From an optimization exercise on the open Yosys and OpenROAD flow, aimed at small area; shortcuts taken in it are not production practice. At most, simulation tests tie the RTL to the original design; equivalence was not proved. Power and IR drop assume default switching activity.

## v19
==> flow/design.v <==
`default_nettype none
package pio_pkg;
   typedef struct packed {
      logic [5-1:0]  thr_id;
      logic [2-1:0]  buf_id;
      logic [3-1:0] size;
      logic [40-1:0] addr;
      logic [64-1:0] data;
   } ucb_req_t;
   typedef struct packed {
      logic [64-43-1:0] pad;
      logic [43-1:0]             map_addr;
   } pio_hdr_t;
   typedef union packed {
      pio_hdr_t                hdr;
      logic [64-1:0]  raw;
   } pio_payload_u;
   typedef struct packed {
      logic                   is_data;
      logic                   rw;         
      logic [1:0]             dest;
      logic [5-1:0]  thr_id;
      logic [2-1:0]  buf_id;
      logic [3-1:0] size;
      logic                   dword;      
      logic                   word_sel;   
      pio_payload_u           payload;
   } queue_word_t;
   typedef struct packed {
      logic                   rw;
      logic [1:0]             dest;
      logic [15:0]            be;
      logic [64-1:0] ad;
      logic [5-1:0]  thr_id;
      logic [2-1:0]  buf_id;
   } pio_out_t;
   typedef struct packed {
      logic [16-1:0] addr;
      logic [32-1:0]      data;
   } csr_wr_t;
endpackage
`default_nettype wire
`timescale 1ns/1ps
`default_nettype none
module pio_tnext (
   input  wire logic q,
   input  wire logic col,
   input  wire logic frc,
   output logic      d
);
   assign d = ~((col & frc) | q);
endmodule
`default_nettype wire
`timescale 1ns/1ps
`default_nettype none
module pio_rdmux #(
   parameter int N = 16
) (
   input  wire logic [N-1:0] sel,
   input  wire logic [N-1:0] din,
   output logic              dout
);
   assign dout = |(sel & din);
endmodule
`default_nettype wire
`timescale 1ns/1ps
`default_nettype none
module pio_req_unit (
   input  wire logic        clk,
   input  wire logic        rst,
   input  wire logic [3:0]  max_pio,
   input  wire logic        rd_vld,
   input  wire logic        wr_vld,
   input  wire logic [4:0]  req_thr_id,
   input  wire logic [1:0]  req_buf_id,
   input  wire logic [2:0]  req_size,
   input  wire logic [39:0] req_addr,
   input  wire logic [63:0] req_data,
   output logic             req_accepted,
   output logic             csr_wr,
   output logic [15:0]      csr_wr_addr,
   output logic [31:0]      csr_wr_data,
   output logic [15:0]      csr_rd_addr,
   output logic             csr_rd_ack,
   output logic [4:0]       csr_ack_thr,
   output logic [1:0]       csr_ack_buf,
   input  wire logic        pio_pop,
   input  wire logic        rd_done,
   output logic             pio_req,
   output logic             pio_data_vld,
   output logic             pio_out_rw,
   output logic [1:0]       pio_out_dest,
   output logic [15:0]      pio_out_be,
   output logic [63:0]      pio_out_ad,
   output logic [4:0]       pio_out_thr_id,
   output logic [1:0]       pio_out_buf_id
);
   logic st_hdr;     
   logic st_data;    
   logic idle;
   logic req_vld;
   logic csr_hit;
   logic q_full;
   logic take;
   assign idle    = ~st_hdr & ~st_data;
   assign req_vld = rd_vld | wr_vld;
   assign csr_hit = req_addr[39:24] == 16'h8000;
   assign take    = idle & req_vld & ~csr_hit & ~q_full;
   always_ff @(posedge clk) begin
      if (rst) begin
         st_hdr  <= 1'b0;
         st_data <= 1'b0;
      end else begin
         st_hdr  <= take;
         st_data <= st_hdr & wr_vld;
      end
   end
   assign req_accepted = (st_hdr & ~wr_vld) | st_data | (idle & req_vld & csr_hit);
   assign csr_wr      = idle & wr_vld & csr_hit;
   assign csr_rd_ack  = idle & rd_vld & csr_hit;
   assign csr_wr_addr = req_addr[15:0];
   assign csr_wr_data = req_data[31:0];
   assign csr_rd_addr = req_addr[15:0];
   assign csr_ack_thr = req_thr_id;
   assign csr_ack_buf = req_buf_id;
   logic        push;
   logic [4:0]  wptr;
   logic [4:0]  rptr;
   logic        push_d1;
   logic [4:0]  level;
   logic        head_vld;
   logic        pop;
   logic        ph;
   logic [50:0] hdr_word;
   logic [50:0] col [0:1];
   logic [15:0] frc;
   logic [50:0] mem [0:15];
   logic [50:0] hw;
   logic        f_cur;     
   logic        f_nxt;     
   assign push     = st_hdr | st_data;
   assign hdr_word = {req_size, req_buf_id, req_thr_id, ~wr_vld, req_addr};
   assign f_cur    = take | st_hdr | st_data;
   assign f_nxt    = st_hdr & wr_vld;
   always_comb begin
      for (int b = 0; b < 2; b++)
         col[b] = (((wptr[0] == b[0]) & ~st_data) ? hdr_word : req_data[50:0]) ^ {51{ph}};
      frc = '0;
      frc[wptr[3:0]]        = f_cur;
      frc[wptr[3:0] + 4'd1] = f_nxt;
   end
   logic [50:0] mem_d [0:15];
   for (genvar i = 0; i < 16; i++) begin : g_row
      for (genvar j = 0; j < 51; j++) begin : g_bit
         pio_tnext tnext (.q(mem[i][j]), .col(col[i % 2][j]), .frc(frc[i]), .d(mem_d[i][j]));
      end
   end
   always_ff @(posedge clk) begin
      for (int i = 0; i < 16; i++)
         mem[i] <= mem_d[i];
   end
   always_ff @(posedge clk) begin
      if (rst) begin
         wptr    <= '0;
         rptr    <= '0;
         push_d1 <= 1'b0;
         ph      <= 1'b0;
      end else begin
         if (push)
            wptr <= wptr + 1'b1;
         if (pop)
            rptr <= rptr + 1'b1;
         push_d1 <= push;
         ph      <= ~ph;
      end
   end
   logic [15:0]      rsel;
   logic [50:0]      hw_raw;
   always_comb begin
      rsel = '0;
      rsel[rptr[3:0]] = 1'b1;
   end
   for (genvar j = 0; j < 51; j++) begin : g_rd
      logic [15:0] bits;
      for (genvar i = 0; i < 16; i++)
         assign bits[i] = mem[i][j];
      pio_rdmux #(.N(16)) rdmux (.sel(rsel), .din(bits), .dout(hw_raw[j]));
   end
   assign hw = hw_raw ^ {51{ph}};
   assign level    = wptr - rptr;
   assign head_vld = (level != 5'd0) & ~(push_d1 & (level == 5'd1));
   assign q_full   = level[4] | (level[3:0] == 4'hf);
   logic [2:0]      swptr;
   logic [2:0]      srptr;
   logic [12:0]     scol;
   logic            sfrc;
   logic [12:0]     smem [0:7];
   logic [7:0]      ssel;
   logic [12:0]     sw_raw;
   logic [12:0]     sw;
   assign scol = req_data[63:51] ^ {13{ph}};
   assign sfrc = f_nxt | st_data;
   logic [12:0] smem_d [0:7];
   logic [7:0]  sfrow;
   always_comb
      for (int i = 0; i < 8; i++)
         sfrow[i] = sfrc & (swptr == 3'(i));
   for (genvar i = 0; i < 8; i++) begin : g_srow
      for (genvar j = 0; j < 13; j++) begin : g_bit
         pio_tnext tnext (.q(smem[i][j]), .col(scol[j]), .frc(sfrow[i]), .d(smem_d[i][j]));
      end
   end
   always_ff @(posedge clk) begin
      for (int i = 0; i < 8; i++)
         smem[i] <= smem_d[i];
   end
   always_comb begin
      ssel = '0;
      ssel[srptr] = 1'b1;
   end
   for (genvar j = 0; j < 13; j++) begin : g_srd
      logic [7:0] bits;
      for (genvar i = 0; i < 8; i++)
         assign bits[i] = smem[i][j];
      pio_rdmux #(.N(8)) rdmux (.sel(ssel), .din(bits), .dout(sw_raw[j]));
   end
   assign sw = sw_raw ^ {13{ph}};
   logic       hd;         
   logic       h_rw;
   logic       stall_rd;
   logic       rd_inc;
   logic [4:0] pend_cnt;
   assign h_rw = hw[40];
   assign pop  = pio_pop & head_vld;
   always_ff @(posedge clk) begin
      if (rst) begin
         hd    <= 1'b0;
         swptr <= '0;
         srptr <= '0;
      end else begin
         if (pop)
            hd <= ~hd & ~h_rw;
         if (st_data)
            swptr <= swptr + 1'b1;
         if (pop & hd)
            srptr <= srptr + 1'b1;
      end
   end
   assign pio_data_vld = head_vld & hd;
   assign pio_req      = head_vld & ~hd & ~(h_rw & stall_rd);
   assign rd_inc   = pop & ~hd & h_rw;
   assign stall_rd = pend_cnt > {1'b0, max_pio};
   always_ff @(posedge clk) begin
      if (rst)
         pend_cnt <= '0;
      else if (rd_inc & ~rd_done)
         pend_cnt <= pend_cnt + 1'b1;
      else if (~rd_inc & rd_done & (pend_cnt != '0))
         pend_cnt <= pend_cnt - 1'b1;
   end
   logic [39:0] ha;
   logic        r_hi80;    
   logic        r_a;       
   logic        r_c;       
   logic [1:0]  dest;
   assign ha     = hw[39:0];
   assign r_hi80 = ha[39:32] == 8'h80;
   assign r_a    = r_hi80 & (ha[31:28] == 4'h0);
   assign r_c    = ~r_hi80;
   always_comb begin
      if (r_a)
         dest = (ha[27:24] == 4'hE) ? 2'd2 : (ha[27:24] == 4'hF) ? 2'd3 : 2'd1;
      else if (r_c)
         dest = (ha[39:38] == 2'b11) ? (ha[37] ? 2'd3 : 2'd2) : 2'd1;
      else
         dest = 2'd0;
   end
   logic [2:0]  h_size;
   logic [7:0]  pre_be;
   logic [7:0]  shift_be;
   assign h_size = hw[50:48];
   always_comb begin
      case (h_size)
         3'd0:    pre_be = 8'h01;
         3'd1:    pre_be = 8'h03;
         3'd2:    pre_be = 8'h0f;
         default: pre_be = 8'hff;
      endcase
   end
   assign shift_be = pre_be << ha[2:0];
   always_comb begin
      if (h_size == 3'd4)
         pio_out_be = 16'hffff;
      else if (ha[3])
         pio_out_be = {shift_be, 8'h00};
      else
         pio_out_be = {8'h00, shift_be};
   end
   assign pio_out_rw     = h_rw;
   assign pio_out_dest   = dest;
   assign pio_out_thr_id = hw[45:41];
   assign pio_out_buf_id = hw[47:46];
   assign pio_out_ad[31:0]  = hw[31:0];
   assign pio_out_ad[39:32] = hw[39:32] & {8{hd | r_c}};
   assign pio_out_ad[40]    = hd ? hw[40] : r_c;
   assign pio_out_ad[41]    = hd ? hw[41] : ~r_a;
   assign pio_out_ad[42]    = hd ? hw[42] : 1'b1;
   assign pio_out_ad[50:43] = hw[50:43] & {8{hd}};
   assign pio_out_ad[63:51] = sw & {13{hd}};
endmodule
`default_nettype wire
clock: 5.0 ns
lec_check: 0
cap_margin: 20
core_margin: 2
core_utilization: 40
setup_slack_margin: 0.15
slew_margin: 20
synth_hierarchical: 1
standard.sh (not shown) runs the stock make flow with config.mk's settings and CLKGATE_MAP_FILE= SYNTH_SCRIPT=/design/flow/synth_recipe.tcl, a recipe that flattens the netlist after the stock synthesis.
==> flow/flow/run.sh <==
#!/bin/bash
# Standard layout with three changes: combinational cells start at their
# smallest drive strength after floorplan (repair then upsizes where timing,
# slew or load needs it), ports are buffered with buf_1, and CTS inserts no
# dummy loads.
set -e
F=$(cd "$(dirname "${BASH_SOURCE[0]}")" && pwd)
export POST_FLOORPLAN_TCL=$F/downsize.tcl
export BUFFER_PORTS_ARGS="-buffer_cell sky130_fd_sc_hd__buf_1"
export CTS_ARGS="-sink_clustering_enable -repair_clock_nets -dont_use_dummy_load -sink_clustering_size 30 -sink_clustering_max_diameter 80"
cp standard.sh standard_sh.log
bash standard.sh > standard.log 2>&1
==> flow/flow/downsize.tcl <==
# Swap every cell to the smallest-area drive variant of the same function
# (same base name and pins); later repair upsizes where needed.
set db [ord::get_db]
set block [ord::get_db_block]
set dont_use {}
if { [info exists ::env(DONT_USE_CELLS)] } { set dont_use $::env(DONT_USE_CELLS) }
set variants [dict create]
foreach lib [$db getLibs] {
  foreach m [$lib getMasters] {
    set n [$m getName]
    if { [regexp {^(sky130_fd_sc_hd__[a-z0-9]+)_([0-9]+)$} $n -> base drv] } {
      if { [lsearch -exact $dont_use $n] >= 0 } { continue }
      if { [get_lib_cells -quiet */$n] eq "" } { continue }
      dict lappend variants $base $m
    }
  }
}
set swapped 0
set saved 0.0
foreach inst [$block getInsts] {
  set m [$inst getMaster]
  set n [$m getName]
  if { ![regexp {^(sky130_fd_sc_hd__[a-z0-9]+)_([0-9]+)$} $n -> base drv] } { continue }
  if { ![dict exists $variants $base] } { continue }
  set best $m
  set best_area [expr { [$m getWidth] * [$m getHeight] }]
  foreach c [dict get $variants $base] {
    set a [expr { [$c getWidth] * [$c getHeight] }]
    if { $a < $best_area } {
      set same 1
      set pins {}
      foreach t [$m getMTerms] { lappend pins [$t getName] }
      set cpins {}
      foreach t [$c getMTerms] { lappend cpins [$t getName] }
      if { [lsort $pins] ne [lsort $cpins] } { continue }
      set best $c
      set best_area $a
    }
  }
  if { $best ne $m } {
    set saved [expr { $saved + ([$m getWidth] * [$m getHeight] - $best_area) / 1e6 }]
    replace_cell [$inst getName] [$best getName]
    incr swapped
  }
}
puts "downsize: swapped $swapped cells, saved [format %.1f $saved] um2"
## Diff of input files: v2 against v19
diff --git a/flow/design.v b/flow/design.v
--- a/flow/design.v
+++ b/flow/design.v
@@ -51,18 +51,37 @@
    assign d = ~((col & frc) | q);
 endmodule
 `default_nettype wire
 `timescale 1ns/1ps
 `default_nettype none
+module pio_aoi222 (
+   input  wire logic [2:0] s,
+   input  wire logic [2:0] a,
+   output logic            y
+);
+   assign y = ~|(s & a);
+endmodule
 module pio_rdmux #(
    parameter int N = 16
 ) (
    input  wire logic [N-1:0] sel,
    input  wire logic [N-1:0] din,
    output logic              dout
 );
-   assign dout = |(sel & din);
+   localparam int G = N / 3;
+   localparam int R = N - 3 * G;
+   logic [G-1:0] yn;
+   logic         rn;
+   for (genvar g = 0; g < G; g++) begin : g_grp
+      pio_aoi222 aoi (.s(sel[3*g +: 3]), .a(din[3*g +: 3]), .y(yn[g]));
+   end
+   if (R == 0) begin : g_r0
+      assign rn = 1'b1;
+   end else begin : g_rn
+      assign rn = ~|(sel[N-1 -: R] & din[N-1 -: R]);
+   end
+   assign dout = ~&{yn, rn};
 endmodule
 `default_nettype wire
 `timescale 1ns/1ps
 `default_nettype none
 module pio_req_unit (
@@ -122,12 +141,11 @@
    assign csr_wr_data = req_data[31:0];
    assign csr_rd_addr = req_addr[15:0];
    assign csr_ack_thr = req_thr_id;
    assign csr_ack_buf = req_buf_id;
    logic        push;
-   logic [4:0]  wptr;
-   logic [4:0]  rptr;
+   logic [3:0]  wptr;
    logic        push_d1;
    logic [4:0]  level;
    logic        head_vld;
    logic        pop;
    logic        ph;
@@ -144,12 +162,12 @@
    assign f_nxt    = st_hdr & wr_vld;
    always_comb begin
       for (int b = 0; b < 2; b++)
          col[b] = (((wptr[0] == b[0]) & ~st_data) ? hdr_word : req_data[50:0]) ^ {51{ph}};
       frc = '0;
-      frc[wptr[3:0]]        = f_cur;
-      frc[wptr[3:0] + 4'd1] = f_nxt;
+      frc[wptr]        = f_cur;
+      frc[wptr + 4'd1] = f_nxt;
    end
    logic [50:0] mem_d [0:15];
    for (genvar i = 0; i < 16; i++) begin : g_row
       for (genvar j = 0; j < 51; j++) begin : g_bit
          pio_tnext tnext (.q(mem[i][j]), .col(col[i % 2][j]), .frc(frc[i]), .d(mem_d[i][j]));
@@ -160,36 +178,36 @@
          mem[i] <= mem_d[i];
    end
    always_ff @(posedge clk) begin
       if (rst) begin
          wptr    <= '0;
-         rptr    <= '0;
+         level   <= '0;
          push_d1 <= 1'b0;
          ph      <= 1'b0;
       end else begin
          if (push)
             wptr <= wptr + 1'b1;
-         if (pop)
-            rptr <= rptr + 1'b1;
+         level   <= level + 5'(push) - 5'(pop);
          push_d1 <= push;
          ph      <= ~ph;
       end
    end
    logic [15:0]      rsel;
    logic [50:0]      hw_raw;
-   always_comb begin
-      rsel = '0;
-      rsel[rptr[3:0]] = 1'b1;
+   always_ff @(posedge clk) begin
+      if (rst)
+         rsel <= 16'd1;
+      else if (pop)
+         rsel <= {rsel[14:0], rsel[15]};
    end
    for (genvar j = 0; j < 51; j++) begin : g_rd
       logic [15:0] bits;
       for (genvar i = 0; i < 16; i++)
          assign bits[i] = mem[i][j];
       pio_rdmux #(.N(16)) rdmux (.sel(rsel), .din(bits), .dout(hw_raw[j]));
    end
    assign hw = hw_raw ^ {51{ph}};
-   assign level    = wptr - rptr;
    assign head_vld = (level != 5'd0) & ~(push_d1 & (level == 5'd1));
    assign q_full   = level[4] | (level[3:0] == 4'hf);
    logic [2:0]      swptr;
    logic [2:0]      srptr;
    logic [12:0]     scol;
## What came out
- Relative to v19, proportion of power drawn by combinational gates has decreased by 13 points in v2.
- v2: final non-filler cell area is 5.8% lower than what v19 reported.
- Overall routed net length on v2 is ahead of v19.
- On row count, the higher figure sits with v19, not v2.
- Measured against each other, v2 and v19 differ in post-layout worst setup margin, the lower figure coming from v19.
- Re synthesized cell count: v19 was higher than v2.
- Summary: total standard cell area after synthesis, v2 better than v19
Only the layout flow was run in v19; the RTL was not checked for function there.

-- port drivers added, routing unchanged --
No port has a modelled driver above. Below, the same layouts with a new extraction and two added sets of constraints.
Step 1 sets driving cells, clkbuf_16 on the clock port and buf_2 on the other inputs (assumed; they add their load-dependent delay and slew).
Step 2, shift: input delay + t, output delay - t, t = (earliest + latest rising clock arrival at the registers) / 2. This alone moves slack from input paths to output paths.
Three values: ideal, step 1, step 2; two values: the first two.
| run | shift t [ns] | setup slack, ns | latest minus earliest clock arrival (ns) |
|---|---|---|---|
| v19 | 0.667 | 0.045 / -0.030 / 0.516 | 0.123 / 0.123 |
| v2 | 0.656 | 0.275 / 0.203 / 0.859 | 0.123 / 0.124 |
After both steps setup and hold are still met in every run listed.
